From an optimization exercise on the open Yosys and OpenROAD flow, aimed at small area and a short achievable clock period; shortcuts taken in it are not production practice. Only simulation tests tie the RTL to the original design; equivalence was not proved. No activity file was given, so power comes from the tool's default toggle rates.

// data_mem_responder
module data_mem_responder #(
    parameter int BITS       = 16,
    parameter int DEPTH_LOG2 = 8,
    parameter int WAIT       = 2
) (
    input  logic            clk,
    input  logic            rst,
    input  logic            req,
    input  logic            we,
    input  logic [15:0]     addr,
    input  logic [BITS-1:0] wdata,
    output logic [BITS-1:0] rdata,
    output logic            ack,
    output logic            busy,
    output logic            err
);
    localparam int NR = 16;     
    localparam int NT = 6;      
    localparam int NW = 4;      
    logic [3:0] r_c;
    always_ff @(posedge clk) begin
        r_c <= r_c + 4'd1;
    end
    logic r_idle, r_w1, r_w2, r_w3, r_ack, r_busy, r_err, r_ld3;
    logic r_we, r_mis;
    always_ff @(posedge clk) begin
        if (rst) begin
            r_idle <= 1'b1;
            r_w1   <= 1'b0;
            r_w2   <= 1'b0;
            r_w3   <= 1'b0;
            r_ack  <= 1'b0;
            r_busy <= 1'b0;
            r_err  <= 1'b0;
            r_ld3  <= 1'b0;
        end else begin
            r_idle <= (r_idle & ~req) | r_ack;
            r_w1   <= r_idle & req;
            r_w2   <= r_w1;
            r_w3   <= r_w2;
            r_ack  <= r_w3;
            r_busy <= (r_idle & req) | r_w1 | r_w2;
            r_err  <= r_w3 & r_mis;
            r_ld3  <= r_w2 & ~r_we & ~r_mis;
        end
    end
    logic [7:0]       r_k;
    logic [BITS-1:0]  r_wdata;
    logic [NR-1:0]    r_roh;      
    logic             r_same;     
    logic [3:0]       r_pos;      
    logic [NR*NT-1:0] r_rs;       
    logic             r_rat;      
    logic             r_pv;       
    logic [7:0]       r_pk;       
    logic [NR-1:0]    w_iroh, w_nroh;
  ...
Size in the first run: roughly 8,000 cells after synthesis, roughly 4,400 flip-flops, roughly 55 I/O pins.
Settings: LEC_CHECK=0, CAP_MARGIN=20, CORE_MARGIN=2, CORE_UTILIZATION=60, CTS_CLUSTER_DIAMETER=100, CTS_CLUSTER_SIZE=25, PLACE_DENSITY=0.65, SETUP_SLACK_MARGIN=2.2, SLEW_MARGIN=20; clock period 4.5 ns.
run.sh (not shown) runs the stock make flow with config.mk's settings and CLKGATE_MAP_FILE= SYNTH_SCRIPT=/design/flow/synth_recipe.tcl, a recipe that flattens the netlist after the stock synthesis.
Then changed:
Settings changed: TNS_END_PERCENT from default to 30.
Result: Worst hold slack degrades by 14 ps; area after synthesis stays the same; sequential share of layout area grows by 0.16 points; utilization falls by 0.12 points; total power is about the same; combinational power is about the same; design area hardly moves; setup slack is better by 3.5 ps; count of clock-buffer cells in the layout climbs by 2; global-route usage went up by 0.41 points.

run 1:
Starting RTL as in the previous note.
// data_mem_responder
module data_mem_responder #(
    parameter int BITS       = 16,
    parameter int DEPTH_LOG2 = 8,
    parameter int WAIT       = 2
) (
    input  logic            clk,
    input  logic            rst,
    input  logic            req,
    input  logic            we,
    input  logic [15:0]     addr,
    input  logic [BITS-1:0] wdata,
    output logic [BITS-1:0] rdata,
    output logic            ack,
    output logic            busy,
    output logic            err
);
    localparam int NR = 16;     
    localparam int NT = 6;      
    localparam int NW = 4;      
    logic [3:0] r_c;
    always_ff @(posedge clk) begin
        r_c <= r_c + 4'd1;
    end
    logic r_idle, r_w1, r_w2, r_w3, r_ack, r_busy, r_err, r_ld3;
    logic r_we, r_mis;
    always_ff @(posedge clk) begin
        if (rst) begin
            r_idle <= 1'b1;
            r_w1   <= 1'b0;
            r_w2   <= 1'b0;
            r_w3   <= 1'b0;
            r_ack  <= 1'b0;
            r_busy <= 1'b0;
            r_err  <= 1'b0;
            r_ld3  <= 1'b0;
        end else begin
            r_idle <= (r_idle & ~req) | r_ack;
  ...
clock: 4.5 ns
lec_check: 0
cap_margin: 20
core_margin: 2
core_utilization: 60
cts_cluster_diameter: 100
cts_cluster_size: 25
place_density: 0.65
setup_slack_margin: 2.5
slew_margin: 20
--- input diff run 1..run 2 ---
- SETUP_SLACK_MARGIN: 2.5 -> 1.95
==> comparison <==
- Of run 2 and run 1, the higher global routing usage summed across all routing layers belongs to run 1.
- Sort run 2 and run 1 by number of non-filler instances in the completed layout desc -> top: run 1
- met2 routing resource usage after global routing was lower in run 2 than in run 1.
- Measured against each other, run 2 and run 1 differ in highest fanout seen on the critical path, the higher figure coming from run 2.
--- input diff run 2..run 3 ---
- changing SETUP_SLACK_MARGIN from 1.95 to 2.7
Results
- Summary across run 3 and run 2: the single failing run is run 3.
- Complete run, failing final checks: run 3, reason antenna rules.
- Between run 2 and run 3, clock-cell share of area decreased.
- The number of multi-input combinational cells of run 3 and that of run 2 are within noise of each other.
- Compared with run 2, run 3 shows number of cells on the critical path lower by 5.
- Between run 2 and run 3, the flow reports power dissipated by switching net loads increasing by a few percent.
- Register fraction of the total cell area, run 3 and run 2: lower on run 3
- Core utilization: run 3 higher than run 2
- Going from run 2 to run 3, final worst clock skew has decreased; wire length after detailed routing has increased; power dissipated in sequential cells has remained practically unchanged; power share of the combinational group has increased.

re-timing with driven ports:
The flow's constraints put no driver on any port. The routed layouts listed below were extracted and timed again, unchanged, in two steps.
Step 1, drivers: a clkbuf_16 drives clk and a buf_2 each remaining input, both assumed.
Step 2 also shifts input and output timing later by t, the mid clock arrival at the registers, as if the neighbouring blocks saw the same clock.
a / b / c = no drivers / after step 1 / after step 2; a / b = the first two.
| run | t, ns | slack for setup (ns) | worst hold slack (ns) |
|---|---|---|---|
| the first run of note 1 | 0.994 | 2.025 / 2.025 / 1.264 | 0.309 / 0.309 / 0.309 |
| the second run of note 1 | 0.969 | 2.028 / 2.028 / 1.401 | 0.295 / 0.295 / 0.295 |
| run 1 | 0.994 | 2.127 / 2.029 / 1.624 | 0.310 / 0.310 / 0.310 |
| run 2 | 0.974 | 1.826 / 1.826 / 1.179 | 0.313 / 0.313 / 0.313 |
| run 3 | 0.984 | 2.171 / 2.075 / 1.735 | 0.314 / 0.314 / 0.314 |
For the first run of note 1, which loses most, drivers alone change the setup slack by 0.000 ns; drivers and shift together by -0.761 ns.
